From an optimization exercise on the open Yosys and OpenROAD flow, aimed at small area and a short achievable clock period; shortcuts taken in it are not production practice.
RTL that was checked went through simulation tests only; none was proved equivalent to the original.
Power figures rest on the tool's default switching activity, not on a simulated workload.

## job 8209
Design tcpStream, start of the top module:
module tcpStream #(
	parameter int fifoDepth = 64
) (
	input  wire                  CLOCK,
	input  wire                  rst,
	input  wire                  newPkt,
	input  wire                  dataValid,
	input  wire tcpStreamPkg::byteT   data,
	input  wire tcpStreamPkg::ipAddrT srcIp,
	input  wire tcpStreamPkg::portT   srcPort,
	input  wire tcpStreamPkg::ipAddrT dstIp,
	input  wire tcpStreamPkg::portT   dstPort,
	input  wire                  outReady,
	output logic                 outValid,
	output tcpStreamPkg::byteT   outData,
	output logic                 outFirst,
	output logic                 dropped,
	output logic                 gapped
);
For scale: roughly 740 flip-flops, about 120 I/O pins, ~30,000 µm² of cells after synthesis.
clock: 5.5 ns
lec_check: 0
abc_clock_period_in_ps: 2300
cap_margin: 20
core_margin: 2
core_utilization: 40
place_density: 0.6
setup_slack_margin: 3.2
slew_margin: 20
run.sh (not shown) runs the stock make flow with config.mk's settings and CLKGATE_MAP_FILE= SYNTH_SCRIPT=/design/flow/synth_recipe.tcl, a recipe that flattens the netlist after the stock synthesis.
Job 8209 ran to completion and came out clean on the timing, design-rule and antenna checks.
Changes in job 2823 relative to job 8209:
- an added ABC_AREA of 1
- a change of PLACE_DENSITY from 0.6 to 0.75
- a change of CORE_UTILIZATION from 40 to 60
[summary]
- Re clock skew: job 8209 was lower than job 2823.
- The lower routed wire length came out of job 8209.
- When the final numbers for job 8209 and job 2823 were put side by side, the fraction of standard cell area that is sequential turned out to be smaller in job 2823.
- Job 2823: count of plain and timing-repair buffers 44 below job 8209
- | clock share of power | lower: job 8209 |
- From job 8209 to job 2823 the numbers moved as follows: number of nets in the final layout climbed about 40%, switching power share of the total climbed 0.44 points, post-synth design cell area climbed 8.0%.
- Job 2823 finished all stages; the layout is clean.
Edits applied to the flow inputs when going from job 2823 to job 4773:
- SETUP_SLACK_MARGIN now 2.5, was 3.2
- ABC_AREA no longer set, was 1
- CORE_UTILIZATION now 40, was 60
- ABC_CLOCK_PERIOD_IN_PS now 3000, was 2300
- PLACE_DENSITY now 0.6, was 0.75
--- outcome ---
When job 4773 is set beside job 2823, its footprint of the multi-input gates turns out to be about 20% smaller.
Relative to job 2823, the final cell area reported for job 4773 is lower.
NOTE final cell count without fillers job 2823->job 4773 decreased by more than 10%
Measured against each other, job 2823 and job 4773 differ in data required time of the critical path, the lower figure coming from job 2823.
Diff job 2823 -> job 4773 | total wire length | decrease of 11,000 µm
No run of this note included a check of the RTL's function; only the layout flow was run.

========
Another version of the RTL of tcpStream (not shown whole).
Size: about 2100 cells after synthesis, roughly 120 I/O pins, roughly 30000 um^2 of cells after synthesis.
## tcpStream
module tcpStream #(
	parameter int fifoDepth = 64
) (
	input  wire                  CLOCK,
	input  wire                  rst,
	input  wire                  newPkt,
	input  wire                  dataValid,
	input  wire tcpStreamPkg::byteT   data,
	input  wire tcpStreamPkg::ipAddrT srcIp,
	input  wire tcpStreamPkg::portT   srcPort,
	input  wire tcpStreamPkg::ipAddrT dstIp,
	input  wire tcpStreamPkg::portT   dstPort,
	input  wire                  outReady,
	output logic                 outValid,
	output tcpStreamPkg::byteT   outData,
	output logic                 outFirst,
	output logic                 dropped,
	output logic                 gapped
);
Settings: LEC_CHECK=0, ABC_CLOCK_PERIOD_IN_PS=2300, CAP_MARGIN=20, CORE_MARGIN=2, CORE_UTILIZATION=40, PLACE_DENSITY=0.6, SETUP_SLACK_MARGIN=3.2, SLEW_MARGIN=20; clock period 5.5 ns.
The baseline finished clean.
Rerun with:
ABC_CLOCK_PERIOD_IN_PS = 2100   (was 2300)
CORE_UTILIZATION = 55   (was 40)
PLACE_DENSITY = 0.7   (was 0.6)
SETUP_SLACK_MARGIN = 3.4   (was 3.2)
After rerunning: Sequential share of layout area drops by 2.3 points; clock skew hardly moves; design area increases by 4.1%; total power increases by about 1.7%; routed wire length went up by 4.8%; area after synthesis does not change; via count went up by 6.0%; count of clock-buffer cells in the layout came out lower by 5.
No run of this note included a check of the RTL's function; only the layout flow was run.

========
the baseline:
tcpStream, a different RTL version from the one above (not shown whole).
For scale: about 2100 cells after synthesis, ~750 flip-flops, roughly 120 I/O pins, ~31000 um2 of cells after synthesis.
==> flow/config.mk <==
export PLATFORM = sky130hd
export DESIGN_NAME = tcpStream
export DESIGN_NICKNAME = tcpStream
export VERILOG_FILES = /design/flow/design.v
export SDC_FILE = /design/flow/constraint.sdc
export NUM_CORES = 4
export LEC_CHECK = 0
export ABC_CLOCK_PERIOD_IN_PS = 2200
export CAP_MARGIN = 20
export CORE_MARGIN = 2
export CORE_UTILIZATION = 40
export PLACE_DENSITY = 0.6
export SETUP_SLACK_MARGIN = 3.3
export SLEW_MARGIN = 20
export TNS_END_PERCENT = 20
==> flow/constraint.sdc <==
create_clock -name core_clock -period 5.5 [get_ports {CLOCK}]
set_input_delay 1.1000 -clock core_clock [delete_from_list [all_inputs] [get_ports {CLOCK}]]
set_output_delay 1.1000 -clock core_clock [all_outputs]
set_load 0.01 [all_outputs]
standard.sh (not shown) runs the stock make flow with config.mk's settings and CLKGATE_MAP_FILE= SYNTH_SCRIPT=/design/flow/synth_recipe.tcl, a recipe that flattens the netlist after the stock synthesis.
==> flow/flow/run.sh <==
#!/bin/bash
# The standard layout, with plain buffers on the ports in place of the
# delay buffers that buffer_ports picks by default. Every port still gets
# its own buffer.
set -euo pipefail
export BUFFER_PORTS_ARGS="-buffer_cell sky130_fd_sc_hd__buf_1"
bash standard.sh > standard.log 2>&1
Here is what was changed in the inputs of the candidate compared with the baseline.
# the baseline
export LEC_CHECK = 0
export ABC_CLOCK_PERIOD_IN_PS = 2200
export CAP_MARGIN = 20
export CORE_MARGIN = 2
export CORE_UTILIZATION = 40
export PLACE_DENSITY = 0.6
export SETUP_SLACK_MARGIN = 3.3
export SLEW_MARGIN = 20
export TNS_END_PERCENT = 20
create_clock -name core_clock -period 5.5 [get_ports {CLOCK}]
# the candidate
export LEC_CHECK = 0
export ABC_CLOCK_PERIOD_IN_PS = 2200
export CAP_MARGIN = 20
export CORE_MARGIN = 2
export CORE_UTILIZATION = 40
export CTS_BUF_LIST = sky130_fd_sc_hd__clkbuf_16
export CTS_CLUSTER_DIAMETER = 120
export CTS_CLUSTER_SIZE = 24
export PLACE_DENSITY = 0.6
export SETUP_SLACK_MARGIN = 3.3
export SLEW_MARGIN = 20
create_clock -name core_clock -period 5.5 [get_ports {CLOCK}]
- Status | the candidate and the baseline | clean
- Relative to the baseline, the quantity of gates resized following cts measured on the candidate has increased by more than half.
- The candidate: post-route worst hold slack 0.023 ns above the baseline
- Post-route worst setup slack, the candidate and the baseline: larger value in the candidate
- The higher number of CTS-inserted buffers of the candidate and the baseline is in the baseline.
- Between the candidate and the baseline, the sequential share of layout area is higher for the candidate.
- The candidate gives more initial antenna violation count than the baseline did.
- The candidate — signed area change from the synthesized netlist to the final layout 4.6 points lower, the baseline as reference
No run of this note included a check of the RTL's function; only the layout flow was run.

========
## build 47
tcpStream, a different RTL version from the one above (not shown whole).
For scale: roughly 760 flip-flops, roughly 30000 sq um of cells after synthesis.
==> flow/config.mk <==
export PLATFORM = sky130hd
export DESIGN_NAME = tcpStream
export DESIGN_NICKNAME = tcpStream
export VERILOG_FILES = /design/flow/design.v
export SDC_FILE = /design/flow/constraint.sdc
export NUM_CORES = 4
export LEC_CHECK = 0
export ABC_CLOCK_PERIOD_IN_PS = 2100
export CAP_MARGIN = 20
export CORE_MARGIN = 2
export CORE_UTILIZATION = 55
export CTS_BUF_LIST = sky130_fd_sc_hd__clkbuf_16
export CTS_CLUSTER_DIAMETER = 120
export CTS_CLUSTER_SIZE = 24
export PLACE_DENSITY = 0.7
export SETUP_SLACK_MARGIN = 3.4
export SLEW_MARGIN = 20
==> flow/constraint.sdc <==
create_clock -name core_clock -period 5.5 [get_ports {CLOCK}]
set_input_delay 1.1000 -clock core_clock [delete_from_list [all_inputs] [get_ports {CLOCK}]]
set_output_delay 1.1000 -clock core_clock [all_outputs]
set_load 0.01 [all_outputs]
Scripts as last shown in full above: flow/flow/run.sh
Looking at the reports, build 47 completed the entire flow and the layout it produced met the timing, design-rule and antenna checks.
What build 39 does differently from build 47 at the input level:
- swapping 3.4 for 3.3 in SETUP_SLACK_MARGIN
- swapping 2100 for 2200 in ABC_CLOCK_PERIOD_IN_PS
- swapping 0.7 for 0.6 in PLACE_DENSITY
- swapping 55 for 40 in CORE_UTILIZATION
Findings:
All of build 47 and build 39 finish clean. Diff build 47..build 39 | count of buffers inserted at the top-level ports | unchanged. Build 39: HPWL after detailed placement about 2% above build 47. Build 39 vs. build 47: total area of sequential cells essentially unchanged, clock distribution power essentially unchanged, die span in x increased 41 um, register-to-register slack decreased 0.04 ns.
Input-level comparison between build 95 and build 39:
- PLACE_DENSITY now 0.75, was 0.6
- CORE_UTILIZATION now 60, was 40
- CTS_CLUSTER_SIZE now 28, was 24
==> comparison <==
- Data arrival time of the critical path ends up lower on build 39.
- Of the two candidates, build 39 has the worse worst hold slack and build 95 the better one.
- Build 95 -> build 39: critical path depth delta 0, exact match
- Diff build 95..build 39 | final hold violation count | unchanged
- Taking build 39 as the reference, in build 95 count of buffers not belonging to the clock network in the layout now sits lower, design area now sits lower, final cell count now sits lower.
- Going from build 39 to build 95, number of cells upsized or downsized after cts shrinks by 5.
- Worst setup path endpoint: outData[2] -> build 95, outFirst -> build 39
What build 46 does differently from build 95 at the input level:
- swapping 0.75 for 0.7 in PLACE_DENSITY
- swapping 28 for 24 in CTS_CLUSTER_SIZE
- swapping 2200 for 3000 in ABC_CLOCK_PERIOD_IN_PS
- swapping 60 for 55 in CORE_UTILIZATION
Findings:
- [compare] base=build 95 new=build 46: pin slew with the least headroom to its limit climbed 0.083 ns, part of the total power dissipated in the clock network climbed 1.8 points.
- Diff build 46..build 95 | total of endpoints with negative setup slack in the final report | unchanged
- Tap cell count was higher in the run labelled build 46.
- Build 46 ended up with payloadFifo_i.head[6] as its start point of the critical path; build 95 ended up with payloadFifo_i.head[2].
- Comparing build 95 against build 46, there is no change at all in post-synthesis share of cell area spent on and, or, nand and nor gates.
- Changes observed in build 46 relative to build 95: cell area grew by 290 sq um, count of fill cells added during filler insertion shows an increase of 672, iteration count of the initial detailed-routing pass decreased by 1 relative to the old numbers, smallest setup slack after layout rose by 0.049 ns.

========
tcpStream again, from the RTL that the note above started with.
// tcpStream
module tcpStream #(
	parameter int fifoDepth = 64
) (
	input  wire                  CLOCK,
	input  wire                  rst,
	input  wire                  newPkt,
	input  wire                  dataValid,
	input  wire tcpStreamPkg::byteT   data,
	input  wire tcpStreamPkg::ipAddrT srcIp,
	input  wire tcpStreamPkg::portT   srcPort,
	input  wire tcpStreamPkg::ipAddrT dstIp,
	input  wire tcpStreamPkg::portT   dstPort,
	input  wire                  outReady,
	output logic                 outValid,
	output tcpStreamPkg::byteT   outData,
	output logic                 outFirst,
	output logic                 dropped,
	output logic                 gapped
);
Settings: LEC_CHECK=0, ABC_CLOCK_PERIOD_IN_PS=2200, CAP_MARGIN=20, CORE_MARGIN=2, CORE_UTILIZATION=55, CTS_BUF_LIST=sky130_fd_sc_hd__clkbuf_16, CTS_CLUSTER_DIAMETER=120, CTS_CLUSTER_SIZE=24, GPL_ROUTABILITY_DRIVEN=0, PLACE_DENSITY=0.7, SETUP_SLACK_MARGIN=3.3, SLEW_MARGIN=20; clock period 5.5 ns.
Scripts as last shown in full above: flow/flow/run.sh
The starting point completed without violations.
Rerun with:
Settings changed: GPL_ROUTABILITY_DRIVEN 0 to default.
=> Non-clock buffer count stays the same; sequential share of layout area stays the same; via count stays the same; global-route usage stays the same; fmax stays the same; utilization is unchanged.
Rerun with:
Settings changed: CORE_UTILIZATION 55 to 50, PLACE_DENSITY 0.7 to 0.65.
Outcome:
- setup slack got worse by 0.068 ns
- area after synthesis stays the same
- non-clock buffer count shrinks by 5

========
## P
tcpStream, a different RTL version from the one above (not shown whole).
Size: roughly 2100 cells after synthesis, ~120 I/O pins.
==> flow/config.mk <==
export PLATFORM = sky130hd
export DESIGN_NAME = tcpStream
export DESIGN_NICKNAME = tcpStream
export VERILOG_FILES = /design/flow/design.v
export SDC_FILE = /design/flow/constraint.sdc
export NUM_CORES = 4
export LEC_CHECK = 0
export ABC_CLOCK_PERIOD_IN_PS = 2200
export CAP_MARGIN = 20
export CORE_MARGIN = 2
export CORE_UTILIZATION = 40
export PLACE_DENSITY = 0.6
export SETUP_SLACK_MARGIN = 3.3
export SLEW_MARGIN = 20
==> flow/constraint.sdc <==
create_clock -name core_clock -period 5.5 [get_ports {CLOCK}]
set_input_delay 1.1000 -clock core_clock [delete_from_list [all_inputs] [get_ports {CLOCK}]]
set_output_delay 1.1000 -clock core_clock [all_outputs]
set_load 0.01 [all_outputs]
Scripts as last shown in full above: flow/flow/run.sh
Per the final summary, P finished and its layout is clean on timing, DRC and antenna.
For Q, these inputs were changed with respect to P:
# P
export LEC_CHECK = 0
export ABC_CLOCK_PERIOD_IN_PS = 2200
export CAP_MARGIN = 20
export CORE_MARGIN = 2
export CORE_UTILIZATION = 40
export PLACE_DENSITY = 0.6
export SETUP_SLACK_MARGIN = 3.3
export SLEW_MARGIN = 20
create_clock -name core_clock -period 5.5 [get_ports {CLOCK}]
# Q
export LEC_CHECK = 0
export ABC_AREA = 1
export ABC_CLOCK_PERIOD_IN_PS = 2200
export CAP_MARGIN = 20
export CORE_MARGIN = 2
export CORE_UTILIZATION = 60
export PLACE_DENSITY = 0.75
export SETUP_SLACK_MARGIN = 3.3
export SLEW_MARGIN = 20
create_clock -name core_clock -period 5.5 [get_ports {CLOCK}]
==> flow/run.sh (new file) <==
#!/bin/bash
# synth_recipe.tcl (not shown) runs the flow's synth.tcl, then flattens the netlist and writes it again
# the make line also repeats each setting of config.mk as NAME=value (left out here)
make -C /OpenROAD-flow-scripts/flow DESIGN_CONFIG=/design/flow/config.mk WORK_HOME=/design/flow/orfs CLKGATE_MAP_FILE= SYNTH_SCRIPT=/design/flow/synth_recipe.tcl finish
removed: flow/flow/run.sh
removed: flow/standard.sh
Findings:
- Against P, Q comes in 1.5 points higher on proportion of cell area occupied by multi-input gates.
- Comparing Q and P, the lower count of fill cells added during filler insertion is on Q.
- Maximum clock frequency shrinks slightly when moving from P to Q.
- P → Q: fraction of final layout cells sized beyond drive strength 1 fell 4.2 points; relative contribution of combinational cells to total power +0.4 points; non-clock buffer count moved up.
- Re portion of the post-synthesis area used by sequential elements: Q and P aren't equal, and the lower value belongs to Q.
#### Input delta (R over Q)
# Q
export LEC_CHECK = 0
export ABC_AREA = 1
export ABC_CLOCK_PERIOD_IN_PS = 2200
export CAP_MARGIN = 20
export CORE_MARGIN = 2
export CORE_UTILIZATION = 60
export PLACE_DENSITY = 0.75
export SETUP_SLACK_MARGIN = 3.3
export SLEW_MARGIN = 20
create_clock -name core_clock -period 5.5 [get_ports {CLOCK}]
# R
export LEC_CHECK = 0
export ABC_CLOCK_PERIOD_IN_PS = 2200
export CAP_MARGIN = 20
export CORE_MARGIN = 2
export CORE_UTILIZATION = 40
export PLACE_DENSITY = 0.6
export SETUP_SLACK_MARGIN = 3.3
export SLEW_MARGIN = 20
create_clock -name core_clock -period 5.5 [get_ports {CLOCK}]
Results
Every stage of the flow completed for R, and the final layout passed the timing, design-rule and antenna checks.
Sum of routed wire length over all layers for R: 19% down relative to Q
The area after synthesis reported for R is smaller than that of Q by about 6%.
Cell area in R is about 4.4% below Q.
Compared with Q, R shows a pin count of the biggest net entering global routing that is about 30% higher.

========
tcpStream with an RTL version that a note above also has.
Size: ~2100 cells after synthesis, ~120 I/O pins, roughly 30000 sq um of cells after synthesis.
==> flow/config.mk <==
export PLATFORM = sky130hd
export DESIGN_NAME = tcpStream
export DESIGN_NICKNAME = tcpStream
export VERILOG_FILES = /design/flow/design.v
export SDC_FILE = /design/flow/constraint.sdc
export NUM_CORES = 4
export LEC_CHECK = 0
export ABC_CLOCK_PERIOD_IN_PS = 2200
export CAP_MARGIN = 20
export CORE_MARGIN = 2
export CORE_UTILIZATION = 55
export CTS_BUF_LIST = sky130_fd_sc_hd__clkbuf_16
export CTS_CLUSTER_DIAMETER = 120
export CTS_CLUSTER_SIZE = 24
export PLACE_DENSITY = 0.8
export SETUP_SLACK_MARGIN = 3.3
export SLEW_MARGIN = 20
==> flow/constraint.sdc <==
create_clock -name core_clock -period 5.5 [get_ports {CLOCK}]
set_input_delay 1.1000 -clock core_clock [delete_from_list [all_inputs] [get_ports {CLOCK}]]
set_output_delay 1.1000 -clock core_clock [all_outputs]
set_load 0.01 [all_outputs]
==> flow/flow/run.sh <==
#!/bin/bash
# The standard layout, with plain buffers on the ports in place of the
# delay buffers that buffer_ports picks by default. Every port still gets
# its own buffer.
set -euo pipefail
export BUFFER_PORTS_ARGS="-buffer_cell sky130_fd_sc_hd__buf_1"
bash standard.sh > standard.log 2>&1
==> next run, changes <==
CTS_CLUSTER_DIAMETER = 140   (was 120)
CTS_CLUSTER_SIZE = 26   (was 24)
PLACE_DENSITY = 0.7   (was 0.8)
Outcome: Hold slack gets better by 7.4 ps. Final cell count came out lower by 0.63%. Clock-buffer cell count came out lower by 1. Synthesized cell count does not change. Non-clock buffer count came out lower by 15. Core utilization came out lower by 0.51 points. Global-route usage came out higher by 0.51 points. Worst setup slack gets better by 21 ps. Cell area came out lower by 0.82%. Total power came out lower by 0.84%.
==> next run, changes <==
CORE_UTILIZATION = 58   (was 55)
CTS_CLUSTER_DIAMETER = 120   (was 140)
CTS_CLUSTER_SIZE = 24   (was 26)
PLACE_DENSITY = 0.72   (was 0.7)
=> Synthesized cell count does not change; power climbs slightly; core utilization climbs by 3.0 points; sequential cell count stays the same.
==> next run, changes <==
CAP_MARGIN = 10   (was 20)
CORE_UTILIZATION = 55   (was 58)
PLACE_DENSITY = 0.7   (was 0.72)
SLEW_MARGIN = 10   (was 20)
Effect: Non-clock buffer count increases by 11; clock power falls by a few percent; combinational power is about the same; total power shrinks slightly; global-route usage falls by 0.82 points; via count stays flat; design area is about the same.

-- separate check: timing with driven ports --
Ports are ideal in the flow. The routed layouts listed here were re-timed in OpenROAD.
Step 1 (the two cells are an assumption about what drives the block):
set clk [get_ports {CLOCK}]
set_driving_cell -lib_cell sky130_fd_sc_hd__clkbuf_16 $clk
set_driving_cell -lib_cell sky130_fd_sc_hd__buf_2 [delete_from_list [all_inputs] $clk]
Step 2 also shifts input and output timing later by t, the mid clock arrival at the registers, as if the neighbouring blocks saw the same clock.
Three values: ideal ports, drivers, drivers and shift; two values: the first two.
run	t, ns	setup slack, ns	slew at the worst register clock pin (ns)
job 8209	0.669	2.923 / 2.923 / 2.464	0.07 / 0.07
job 2823	0.682	3.091 / 3.030 / 2.598	0.07 / 0.07
job 4773	0.663	2.550 / 2.550 / 2.187	0.07 / 0.07
the first run of note 2	0.676	2.848 / 2.848 / 2.563	0.07 / 0.07
the second run of note 2	0.674	2.839 / 2.839 / 2.613	0.07 / 0.07
the baseline	0.696	3.137 / 3.076 / 2.691	0.06 / 0.06
the candidate	0.644	3.267 / 3.205 / 2.737	0.11 / 0.11
build 47	0.648	3.295 / 3.237 / 2.855	0.10 / 0.10
build 39	0.651	3.285 / 3.220 / 2.687	0.10 / 0.10
build 95	0.681	3.247 / 3.190 / 2.693	0.11 / 0.11
build 46	0.635	3.296 / 3.236 / 2.799	0.10 / 0.10
the first run of note 5	0.635	3.296 / 3.236 / 2.799	0.10 / 0.10
the second run of note 5	0.635	3.296 / 3.236 / 2.799	0.10 / 0.10
the third run of note 5	0.647	3.228 / 3.225 / 2.683	0.10 / 0.10
P	0.679	3.278 / 3.211 / 2.734	0.06 / 0.06
Q	0.684	3.265 / 3.201 / 2.701	0.07 / 0.07
R	0.673	3.236 / 3.226 / 2.667	0.07 / 0.07
the first run of note 7	0.664	3.253 / 3.209 / 2.545	0.11 / 0.11
the second run of note 7	0.638	3.275 / 3.219 / 2.734	0.11 / 0.11
the third run of note 7	0.639	3.231 / 3.202 / 2.778	0.10 / 0.10
the fourth run of note 7	0.637	3.293 / 3.236 / 2.766	0.10 / 0.10
After both steps setup and hold are still met in every run listed. The setup slack of the first run of note 7, which loses most, moves by -0.044 ns with the drivers and by -0.708 ns with both steps.
